Context: an optimization exercise on an open-source flow, tuned for small area, a short achievable clock period and few clock cycles per item. The choices shown serve that exercise and are no tape-out recipe.
In this exercise RTL edits were held to simulation tests only and were not proved equivalent to the original.
Power and IR drop assume default switching activity.

==> design.v <==
package md5_block_engine_pkg;
  localparam logic [31:0] IV_H0 = 32'h67452301;
  localparam logic [31:0] IV_H1 = 32'hefcdab89;
  localparam logic [31:0] IV_H2 = 32'h98badcfe;
  localparam logic [31:0] IV_H3 = 32'h10325476;
endpackage
module md5_block_engine_step (
  input  logic [31:0] q,
  input  logic [31:0] u,
  input  logic [31:0] v,
  input  logic [31:0] b,
  input  logic [3:0]  rlo,
  input  logic [4:0]  rhi,
  output logic [31:0] b_new
);
  logic [31:0] f, p, g, cy, sum, rot1, rot;
  assign f = (b & u) | (~b & v);
  assign g = q & f;
  md5_block_engine_xor u_xor_p (.a(q), .b(f), .y(p));
  md5_block_engine_pfx u_pfx (.p(q | f), .g(g), .c(cy));
  assign sum = p ^ {cy[30:0], 1'b0};
  assign rot1 = ({32{rlo[0]}} & sum)
              | ({32{rlo[1]}} & {sum[30:0], sum[31]})
              | ({32{rlo[2]}} & {sum[29:0], sum[31:30]})
              | ({32{rlo[3]}} & {sum[28:0], sum[31:29]});
  assign rot  = ({32{rhi[0]}} & {rot1[27:0], rot1[31:28]})
              | ({32{rhi[1]}} & {rot1[23:0], rot1[31:24]})
              | ({32{rhi[2]}} & {rot1[19:0], rot1[31:20]})
              | ({32{rhi[3]}} & {rot1[15:0], rot1[31:16]})
              | ({32{rhi[4]}} & {rot1[11:0], rot1[31:12]});
  logic [31:0] p2, cy2;
  md5_block_engine_xor u_xor_p2 (.a(b), .b(rot), .y(p2));
  md5_block_engine_pfx u_pfx2 (.p(b | rot), .g(b & rot), .c(cy2));
  assign b_new = p2 ^ {cy2[30:0], 1'b0};
endmodule
module md5_block_engine_pfx (
  input  logic [31:0] p,
  input  logic [31:0] g,
  output logic [31:0] c
);
  logic [31:0] pp, gg;
  always_comb begin
    gg = g;
    pp = p;
    for (int i = 0; i < 5; i++) begin
      for (int j = 31; j >= 0; j--) begin
        if (j >= (1 << i)) begin
          gg[j] = gg[j] | (pp[j] & gg[j - (1 << i)]);
          pp[j] = pp[j] & pp[j - (1 << i)];
        end
      end
    end
  end
  assign c = gg;
endmodule
module md5_block_engine_add (
  input  logic [31:0] a,
  input  logic [31:0] b,
  output logic [31:0] s
);
  logic [31:0] p0, g0, p, g;
  md5_block_engine_xor u_xor_p (.a(a), .b(b), .y(p0));
  assign g0 = a & b;
  always_comb begin
    g = g0;
    p = a | b;
    for (int i = 0; i < 5; i++) begin
      for (int j = 0; j < 32; j++) begin
        if ((j >> i) % 2 == 1) begin
          g[j] = g[j] | (p[j] & g[((j >> i) << i) - 1]);
          p[j] = p[j] & p[((j >> i) << i) - 1];
        end
      end
    end
  end
  assign s = p0 ^ {g[30:0], 1'b0};
endmodule
module md5_block_engine_add_bk (
  input  logic [31:0] a,
  input  logic [31:0] b,
  output logic [31:0] s
);
  logic [31:0] p0, g0, p, g;
  assign p0 = a ^ b;
  assign g0 = a & b;
  always_comb begin
    g = g0;
    p = p0;
    for (int i = 0; i < 5; i++) begin
      for (int j = 0; j < 32; j++) begin
        if (j % (2 << i) == (2 << i) - 1) begin
          g[j] = g[j] | (p[j] & g[j - (1 << i)]);
          p[j] = p[j] & p[j - (1 << i)];
        end
      end
    end
    for (int i = 3; i >= 0; i--) begin
      for (int j = 0; j < 32; j++) begin
        if (j >= (2 << i) && j % (2 << i) == (1 << i) - 1) begin
          g[j] = g[j] | (p[j] & g[j - (1 << i)]);
          p[j] = p[j] & p[j - (1 << i)];
        end
      end
    end
  end
  assign s = p0 ^ {g[30:0], 1'b0};
endmodule
module md5_block_engine_xor (
  input  logic [31:0] a,
  input  logic [31:0] b,
  output logic [31:0] y
);
  assign y = a ^ b;
endmodule
import md5_block_engine_pkg::*;
module md5_block_engine (
  input  logic         clk_i,
  input  logic         rst_ni,
  input  logic         init_i,
  input  logic         msg_valid_i,
  output logic         msg_ready_o,
  input  logic [31:0]  msg_i,
  output logic         busy_o,
  output logic         hash_valid_o,
  output logic [127:0] hash_o
);
  function logic [31:0] md5_bswap(input logic [31:0] w);
    md5_bswap = {w[7:0], w[15:8], w[23:16], w[31:24]};
  endfunction
  function logic [31:0] md5_t(input logic [5:0] i);
    case (i)
      6'd0: md5_t = 32'hd76aa478;
      6'd1: md5_t = 32'he8c7b756;
      6'd2: md5_t = 32'h242070db;
      6'd3: md5_t = 32'hc1bdceee;
      6'd4: md5_t = 32'hf57c0faf;
      6'd5: md5_t = 32'h4787c62a;
      6'd6: md5_t = 32'ha8304613;
      6'd7: md5_t = 32'hfd469501;
      6'd8: md5_t = 32'h698098d8;
      6'd9: md5_t = 32'h8b44f7af;
      6'd10: md5_t = 32'hffff5bb1;
      6'd11: md5_t = 32'h895cd7be;
      6'd12: md5_t = 32'h6b901122;
      6'd13: md5_t = 32'hfd987193;
      6'd14: md5_t = 32'ha679438e;
      6'd15: md5_t = 32'h49b40821;
      6'd16: md5_t = 32'hf61e2562;
      6'd17: md5_t = 32'hc040b340;
      6'd18: md5_t = 32'h265e5a51;
      6'd19: md5_t = 32'he9b6c7aa;
      6'd20: md5_t = 32'hd62f105d;
      6'd21: md5_t = 32'h02441453;
      6'd22: md5_t = 32'hd8a1e681;
      6'd23: md5_t = 32'he7d3fbc8;
      6'd24: md5_t = 32'h21e1cde6;
      6'd25: md5_t = 32'hc33707d6;
      6'd26: md5_t = 32'hf4d50d87;
      6'd27: md5_t = 32'h455a14ed;
      6'd28: md5_t = 32'ha9e3e905;
      6'd29: md5_t = 32'hfcefa3f8;
      6'd30: md5_t = 32'h676f02d9;
      6'd31: md5_t = 32'h8d2a4c8a;
      6'd32: md5_t = 32'hfffa3942;
      6'd33: md5_t = 32'h8771f681;
      6'd34: md5_t = 32'h6d9d6122;
      6'd35: md5_t = 32'hfde5380c;
      6'd36: md5_t = 32'ha4beea44;
      6'd37: md5_t = 32'h4bdecfa9;
      6'd38: md5_t = 32'hf6bb4b60;
      6'd39: md5_t = 32'hbebfbc70;
      6'd40: md5_t = 32'h289b7ec6;
      6'd41: md5_t = 32'heaa127fa;
      6'd42: md5_t = 32'hd4ef3085;
      6'd43: md5_t = 32'h04881d05;
      6'd44: md5_t = 32'hd9d4d039;
      6'd45: md5_t = 32'he6db99e5;
      6'd46: md5_t = 32'h1fa27cf8;
      6'd47: md5_t = 32'hc4ac5665;
      6'd48: md5_t = 32'hf4292244;
      6'd49: md5_t = 32'h432aff97;
      6'd50: md5_t = 32'hab9423a7;
      6'd51: md5_t = 32'hfc93a039;
      6'd52: md5_t = 32'h655b59c3;
      6'd53: md5_t = 32'h8f0ccc92;
      6'd54: md5_t = 32'hffeff47d;
      6'd55: md5_t = 32'h85845dd1;
      6'd56: md5_t = 32'h6fa87e4f;
      6'd57: md5_t = 32'hfe2ce6e0;
      6'd58: md5_t = 32'ha3014314;
      6'd59: md5_t = 32'h4e0811a1;
      6'd60: md5_t = 32'hf7537e82;
      6'd61: md5_t = 32'hbd3af235;
      6'd62: md5_t = 32'h2ad7d2bb;
      6'd63: md5_t = 32'heb86d391;
      default: md5_t = 32'h0;
    endcase
  endfunction
  function logic [3:0] md5_pos(input logic [5:0] i);
    case (i[5:4])
      2'd0:    md5_pos = 4'd0;
      2'd1:    md5_pos = 4'd0 - {i[1:0], 2'b00};
      2'd2:    md5_pos = 4'd12 - {i[2:0], 1'b0};
      default: md5_pos = 4'd2 - 4'(i[3:0] * 4'd6);
    endcase
  endfunction
  function logic [4:0] md5_s(input logic [3:0] k);
    case (k)
      4'd0: md5_s = 5'd7;
      4'd1: md5_s = 5'd12;
      4'd2: md5_s = 5'd17;
      4'd3: md5_s = 5'd22;
      4'd4: md5_s = 5'd5;
      4'd5: md5_s = 5'd9;
      4'd6: md5_s = 5'd14;
      4'd7: md5_s = 5'd20;
      4'd8: md5_s = 5'd4;
      4'd9: md5_s = 5'd11;
      4'd10: md5_s = 5'd16;
      4'd11: md5_s = 5'd23;
      4'd12: md5_s = 5'd6;
      4'd13: md5_s = 5'd10;
      4'd14: md5_s = 5'd15;
      default: md5_s = 5'd21;
    endcase
  endfunction
  function logic [31:0] md5_iv_fin(input logic [1:0] k);
    case (k)
      2'd0:    md5_iv_fin = IV_H0;
      2'd1:    md5_iv_fin = IV_H3;
      2'd2:    md5_iv_fin = IV_H2;
      default: md5_iv_fin = IV_H1;
    endcase
  endfunction
  logic [1:0] rst_sync_q;
  logic       rst_n;
  always_ff @(posedge clk_i or negedge rst_ni) begin
    if (!rst_ni) rst_sync_q <= 2'b00;
    else         rst_sync_q <= {rst_sync_q[0], 1'b1};
  end
  assign rst_n = rst_sync_q[1];
  logic        ready_q, busy_q, hash_valid_q;
  logic [3:0]  wcnt_q, rel_q;
  logic [1:0]  cyc_q;
  logic        acc_q, init0_q, comp_q;
  logic [5:0]  pidx_q, pidx_n_q;
  logic        pz_q;
  logic        qv_q, bub_q, last4_q;
  logic [3:0]  rlo_q;
  logic [4:0]  rhi_q;
  logic [1:0]  col_q;
  logic        fin_v_q;
  logic [1:0]  fin_i_q;
  logic        blk_iv_q, h_iv_q, ivl_q;
  logic        xfer, first, prep, prep0, iv0, ivl, fin, fin_next, pz_d;
  logic [3:0]  wcnt_d, rel_d;
  logic        comp_d, ready_d;
  assign xfer     = msg_valid_i & ready_q;
  assign first    = (wcnt_q == 4'd0);
  assign prep     = (pidx_q[5:4] == 2'd0) ? acc_q : ~bub_q;
  assign prep0    = acc_q & pz_q;
  assign iv0      = init0_q | h_iv_q;
  assign ivl      = ivl_q;                
  assign pz_d     = prep ? (pidx_n_q == 6'd0) : pz_q;
  assign fin      = fin_v_q & (fin_i_q == 2'd3);
  assign fin_next = fin_v_q & (fin_i_q == 2'd2);
  assign wcnt_d = xfer ? wcnt_q + 4'd1 : wcnt_q;
  assign rel_d  = (xfer & first) ? 4'd1 : rel_q + 4'd1;
  assign comp_d = (xfer & first) | (comp_q & ~fin);
  always_comb begin
    if (wcnt_d == 4'd0) ready_d = (cyc_q == 2'd3) & (~comp_d | fin_next);
    else                ready_d = (rel_d == wcnt_d);
  end
  always_ff @(posedge clk_i or negedge rst_n) begin
    if (!rst_n) begin
      ready_q      <= 1'b0;
      busy_q       <= 1'b0;
      hash_valid_q <= 1'b0;
      wcnt_q       <= 4'd0;
      rel_q        <= 4'd0;
      cyc_q        <= 2'd0;
      acc_q        <= 1'b0;
      init0_q      <= 1'b0;
      comp_q       <= 1'b0;
      pidx_q       <= 6'd0;
      pidx_n_q     <= 6'd1;
      pz_q         <= 1'b1;
      qv_q         <= 1'b0;
      bub_q        <= 1'b0;
      last4_q      <= 1'b0;
      fin_v_q      <= 1'b0;
      fin_i_q      <= 2'd0;
      blk_iv_q     <= 1'b0;
      h_iv_q       <= 1'b1;
      ivl_q        <= 1'b0;
    end else begin
      ready_q      <= ready_d;
      busy_q       <= (busy_q & ~fin) | (xfer & (wcnt_q == 4'd15));
      hash_valid_q <= fin;
      wcnt_q       <= wcnt_d;
      rel_q        <= rel_d;
      cyc_q        <= cyc_q + 2'd1;
      acc_q        <= xfer;
      init0_q      <= xfer & first & init_i;
      comp_q       <= comp_d;
      qv_q         <= prep;
      bub_q        <= prep & ((pidx_q == 6'd15) | (pidx_q == 6'd47));
      fin_v_q      <= qv_q & last4_q;
      fin_i_q      <= col_q;
      if (prep) begin
        pidx_q   <= pidx_n_q;
        pidx_n_q <= pidx_n_q + 6'd1;
        pz_q     <= (pidx_n_q == 6'd0);
        last4_q <= (pidx_q[5:2] == 4'hf);
      end
      if (prep0)  blk_iv_q <= iv0;
      if (fin)    h_iv_q   <= 1'b0;
      ivl_q        <= xfer & pz_d & ((first & init_i) | (h_iv_q & ~fin));
    end
  end
  logic [4:0] s_w;
  assign s_w = md5_s({pidx_q[5:4], pidx_q[1:0]});
  always_ff @(posedge clk_i) begin
    rlo_q <= prep ? 4'b0001 << s_w[1:0] : 4'b0000;
    rhi_q <= prep ? 5'b00001 << (s_w[4:2] - 3'd1) : 5'b00000;
    if (prep) col_q <= pidx_q[1:0];
  end
  assign msg_ready_o  = ready_q;
  assign busy_o       = busy_q;
  assign hash_valid_o = hash_valid_q;
  logic [31:0] ring_q [16];
  always_ff @(posedge clk_i) begin
    ring_q[0] <= xfer ? md5_bswap(msg_i) : ring_q[15];
    for (int k = 1; k < 16; k++) ring_q[k] <= ring_q[k-1];
  end
  logic [5:0]  pidx_d;
  logic [3:0]  pos_d;
  logic [7:0]  sel_q;
  logic [31:0] m_w;
  assign pidx_d = prep ? pidx_n_q : pidx_q;
  assign pos_d  = md5_pos(pidx_d);
  logic [31:0] t_q;
  always_ff @(posedge clk_i) sel_q <= 8'b1 << pos_d[3:1];
  always_ff @(posedge clk_i or negedge rst_n) begin
    if (!rst_n)    t_q <= md5_t(6'd0);
    else if (prep) t_q <= md5_t(pidx_n_q);
  end
  always_comb begin
    m_w = 32'h0;
    for (int k = 0; k < 8; k++) m_w = m_w | ({32{sel_q[k]}} & ring_q[2*k]);
  end
  logic [31:0] a_q, b_q, c_q, d_q;
  logic [31:0] q_q, u_q, v_q;
  logic [31:0] h_q [4];           
  logic [31:0] a_op, x_w, h_op, h_sum;
  assign a_op = qv_q ? d_q : (ivl ? IV_H0 : a_q);
  logic [31:0] t_w, cs_s, cs_c, q_d;
  assign t_w  = t_q;
  assign cs_s = a_op ^ m_w ^ t_w;
  assign cs_c = ((a_op & m_w) | (a_op & t_w) | (m_w & t_w)) << 1;
  md5_block_engine_add u_add_q (.a(cs_s), .b(cs_c), .s(q_d));
  logic [31:0] c_n, d_n, u_d, v_d;
  assign c_n = qv_q ? b_q : (ivl ? IV_H2 : c_q);
  assign d_n = qv_q ? c_q : (ivl ? IV_H3 : d_q);
  always_comb begin
    case (pidx_q[5:4])
      2'd0:    begin u_d = c_n;           v_d = d_n;          end
      2'd1:    begin u_d = c_n | d_n;     v_d = c_n & ~d_n;   end
      2'd2:    begin u_d = ~(c_n ^ d_n);  v_d = c_n ^ d_n;    end
      default: begin u_d = ~c_n;          v_d = ~(c_n ^ d_n); end
    endcase
  end
  md5_block_engine_step u_step (
    .q     (q_q),
    .u     (u_q),
    .v     (v_q),
    .b     (b_q),
    .rlo   (rlo_q),
    .rhi   (rhi_q),
    .b_new (x_w)
  );
  assign h_op  = blk_iv_q ? md5_iv_fin(fin_i_q) : h_q[0];
  md5_block_engine_add_bk u_add_h (.a(h_op), .b(b_q), .s(h_sum));
  always_ff @(posedge clk_i) begin
    q_q <= q_d;
    u_q <= u_d;
    v_q <= v_d;
    a_q <= fin ? h_q[1] : a_op;
    c_q <= fin ? h_q[3] : c_n;
    d_q <= fin ? h_q[2] : d_n;
    b_q <= (fin | ivl) ? (fin ? h_sum : IV_H1) : x_w;
    h_q[0] <= h_q[1];
    h_q[1] <= h_q[2];
    h_q[2] <= h_q[3];
    h_q[3] <= fin_v_q ? h_sum : h_q[0];
  end
  assign hash_o = {md5_bswap(h_q[0]), md5_bswap(h_q[3]), md5_bswap(h_q[2]), md5_bswap(h_q[1])};
endmodule
==> flow/run.sh <==
#!/bin/bash
set -euo pipefail
bash standard.sh SETUP_SLACK_MARGIN=6 finish > standard_flow.log 2>&1
==> standard.sh <==
#!/bin/bash
# synth_recipe.tcl (not shown) runs the flow's synth.tcl, then flattens the netlist and writes it again
# the make line also repeats each setting of config.mk as NAME=value (left out here)
make -C /OpenROAD-flow-scripts/flow DESIGN_CONFIG=/design/flow/config.mk WORK_HOME=/design/flow/orfs CLKGATE_MAP_FILE= SYNTH_SCRIPT=/design/flow/synth_recipe.tcl "${@:-finish}"
==> config.mk <==
export PLATFORM = sky130hd
export DESIGN_NAME = md5_block_engine
export DESIGN_NICKNAME = md5_block_engine
export VERILOG_FILES = /design/flow/design.v
export SDC_FILE = /design/flow/constraint.sdc
export NUM_CORES = 4
export LEC_CHECK = 0
export ABC_AREA = 1
export CAP_MARGIN = 20
export CORE_MARGIN = 2
export CORE_UTILIZATION = 55
export CTS_CLUSTER_DIAMETER = 120
export CTS_CLUSTER_SIZE = 24
export GPL_ROUTABILITY_DRIVEN = 0
export SLEW_MARGIN = 20
export SYNTH_HIERARCHICAL = 1
==> constraint.sdc <==
create_clock -name core_clock -period 10.0 [get_ports {clk_i}]
set_input_delay 2.0000 -clock core_clock [delete_from_list [all_inputs] [get_ports {clk_i}]]
set_output_delay 2.0000 -clock core_clock [all_outputs]
set_load 0.01 [all_outputs]
==> summary.txt <==
layout make-up:
class | count | area (um^2) | share of cell area [%]
antenna | 2 | 5.005 | 0.01007
clock buffer | 60 | 1246 | 2.508
clock inverter | 8 | 137.6 | 0.2770
inverter | 993 | 3756 | 7.559
multi-input combinational | 3835 | 21000 | 42.26
sequential | 955 | 19650 | 39.55
tap | 1050 | 1314 | 2.644
timing repair buffer | 282 | 2580 | 5.192
worst reg2reg max path: cells and delay by family, from the launching register on:
kind / cells / cell delay [ps]
AND/OR/NAND/NOR: 24 / 2350
buffers and inverters: 5 / 550
flip-flops: 1 / 390
AO/OA/AOI/OAI: 2 / 350
XOR/XNOR: 1 / 160
registers in the layout, indices dropped and copies added, names as in the netlist, 8 cells and up:
signal / count
d_q: 32
ring_q: 512
u_q: 32
q_q: 32
v_q: 32
c_q: 32
sel_q: 8
h_q: 128
b_q: 32
t_q: 32
a_q: 32
power by group:
group | total [mW] | leakage, nW | switching (mW) | internal, mW
Sequential | 5.45 | 8.10 | 0.625 | 4.83
Combinational | 8.84 | 15.7 | 5.99 | 2.85
Clock | 2.19 | 0.664 | 1.28 | 0.909
per-layer routing:
metal	vias to the layer above	GRT usage (%)
met5	-	0
met4	2	13.82
met3	393	4.817
met2	1534	56.00
met1	17960	44.12
li1	18890	-
metrics by stage:
| stage | cell area [um^2] | util [%] | std cells |
|---|---|---|---|
| 6_report | 49690 | 63.00 | 7185 |
| 5_1_grt | 49680 | 62.99 | 7183 |
| 4_1_cts | 47820 | 60.63 | 7109 |
| 3_5_place_dp | 46130 | 58.49 | 7036 |
| 3_3_place_gp | 46120 | 58.48 | 7036 |
| 2_1_floorplan | 43700 | - | 5969 |
path summary, 6_finish.rpt:
kind,slack [ps],to,startpoint
setup / recovery,6010,hash_o[47],h_q[2][23]
hold / removal,160,cyc_q[0],rst_sync_q[1]
setup reg to reg,6080,b_q[28],b_q[9]
hold reg to reg,160,cyc_q[0],rst_sync_q[1]
max in group asynchronous,8360,rst_sync_q[1],rst_ni
min in group core_clock,310,ring_q[12][10],ring_q[11][10]
what timing repair did:
action                     in CTS  in global routing
gates resized for setup        96                429
pin swaps                       4                112
setup endpoints to repair      59                 48
setup buffers                   5                 74
hold endpoints to repair        0                  0
hold buffers                    0                  0
==> results by group <==
Clock network
  – H-tree levels: 2
  – CTS tree: built
  – Clock Latency Late Sink: 670 ps
  – Clk sinks: approximately 960
  – CTS Buffer Depth: 3
  – Root buf cell: clkbuf_16
  – TritonCTS buffer count: 48
  – Reg clk slew, reported paths: roughly 100 ps

Die
  – Initial core utilization: 55.40%
  – DIE AREA: 0.08171 mm^2
  – Die height: 285.9 um
  – Core ar.: about 0.079 mm^2
  – Num rows: roughly 100
  – I/O pin count: approximately 170
  – Horiz. Die Dim: 285.9 um

Worst setup path
  – Crit-path max cell delay: just under 700 ps
  – CP Max Fanout: 3
  – WP data required: about 8000 ps
  – Crit path max-delay family: flip-flops
  – Number of buffers and inverters on the critical path: 1
  – Critical path start-end classification: reg2out
  – Worst-case reg-to-reg path depth: 32
  – Cell count along the critical path: 1
  – Crit. End Element: output pin
  – CP startpoint kind: flop
  – CP cell instances: clkdlybuf4s50_1
  – Worst EP arrival: 1990 ps
  – Slowest cell on crit path: dfxtp_1

Power and ir drop
  – Tot Pwr: approximately 16 mW
  – PwrDens: 331.8 mW/mm^2
  – Leak Pwr: 24.51 nW
  – VDD IR max: 0.0001850 V

Drt
  – Top routing layer in use: met5
  – Met3 wire length: 10,030 um
  – Avg Vias per Cell: 5.397
  – Via Count: 38,780
  – 1st-pass router iterations: 9
  – Routed wire per std cell: between 15 and 20 um
  – Iter 0 DRT Violations: 3,623
  – Post-route antenna net violation count: 0
  – Metal-1 WL: 59,520 um
  – Drt drc: 0
  – Wire length on met2: around 65,000 um
  – WL final: ~140,000 um

Placed design
  – Detail Placement HPWL: 102,800 um
  – Port buffer count: 166
  – Pre-CTS WS: 5286 ps

STA
  – Fin. Hold Viols: 0
  – Slew margin rel.: 12.05%
  – Slew Viols, Final: 0
  – RSZ-0062 raised after global routing: yes
  – Worst Skew: just over 40 ps
  – Period utilization: 39.91%
  – WHS: 158.5 ps
  – Slew @ Worst Pin: approximately 1300 ps
  – Min Clock Period, post-route: 3991 ps
  – Final worst slack: 6009 ps
  – Achievable Freq: between 200 and 300 MHz
  – Setup violations, final: 0
  – TNS Setup: 0 ps

Synthesis
  – Post-Synthesis Cells: between 5,000 and 6,000
  – Synth Cell Area: ~0.044 mm^2
  – Yosys warnings: 12
  – Avg Cell Area, Syn: 7.322 um^2

Layout
  – Nets@finish: ~6,300
  – Layout cells sized above 1: between 10% and 20%
  – Fillers: a little over 7,000
  – Area grow syn2layout: 13.72%
  – Most frequent cells in the layout: 1,804 x nand2_1, 919 x inv_1, 844 x dfxtp_1
  – Commonest non-fill, non-tap cell in the layout: nand2_1

Global route
  – Initial antenna violation count: 2
  – Largest net degree at the start of global routing: 80
  – Vias in the first global route: approximately 36,000
  – First-pass GRT wire length: 211,300 um
  – Gr usage total: approximately a third
  – Congestion Overflow GR: 0

Hold path
  – Hold Crit Class: reg2async

Outcome
  – Status: finished clean

Run
  – Max Cap Viol: 0
Testbench counts, summed over its fixed seeds: cycles 34,880, blocks 512.

==> re-timing with driven ports <==
In the flow no input, the clock included, has a driving cell. The finished layout below was timed again as built, in two steps.
Step 1: set_driving_cell puts a clkbuf_16 on clk_i and a buf_2 on each other input, an assumption about the parent block.
Step 2, shift: input delay + t, output delay - t, t = (earliest + latest rising clock arrival at the registers) / 2. This alone moves slack from input paths to output paths.
Slacks: ideal / step 1 / step 2; pairs: ideal / step 1.
t, ns: 0.718
setup WS [ns]: 6.009 / 5.941 / 5.673
hold WS [ns]: 0.159 / 0.159 / 0.159
worst setup path after step 2: input to register
clock arrival spread, ns: 0.043 / 0.043
After both steps this run still meets setup and hold. For this run, drivers alone change the setup slack by -0.068 ns; drivers and shift together by -0.336 ns.
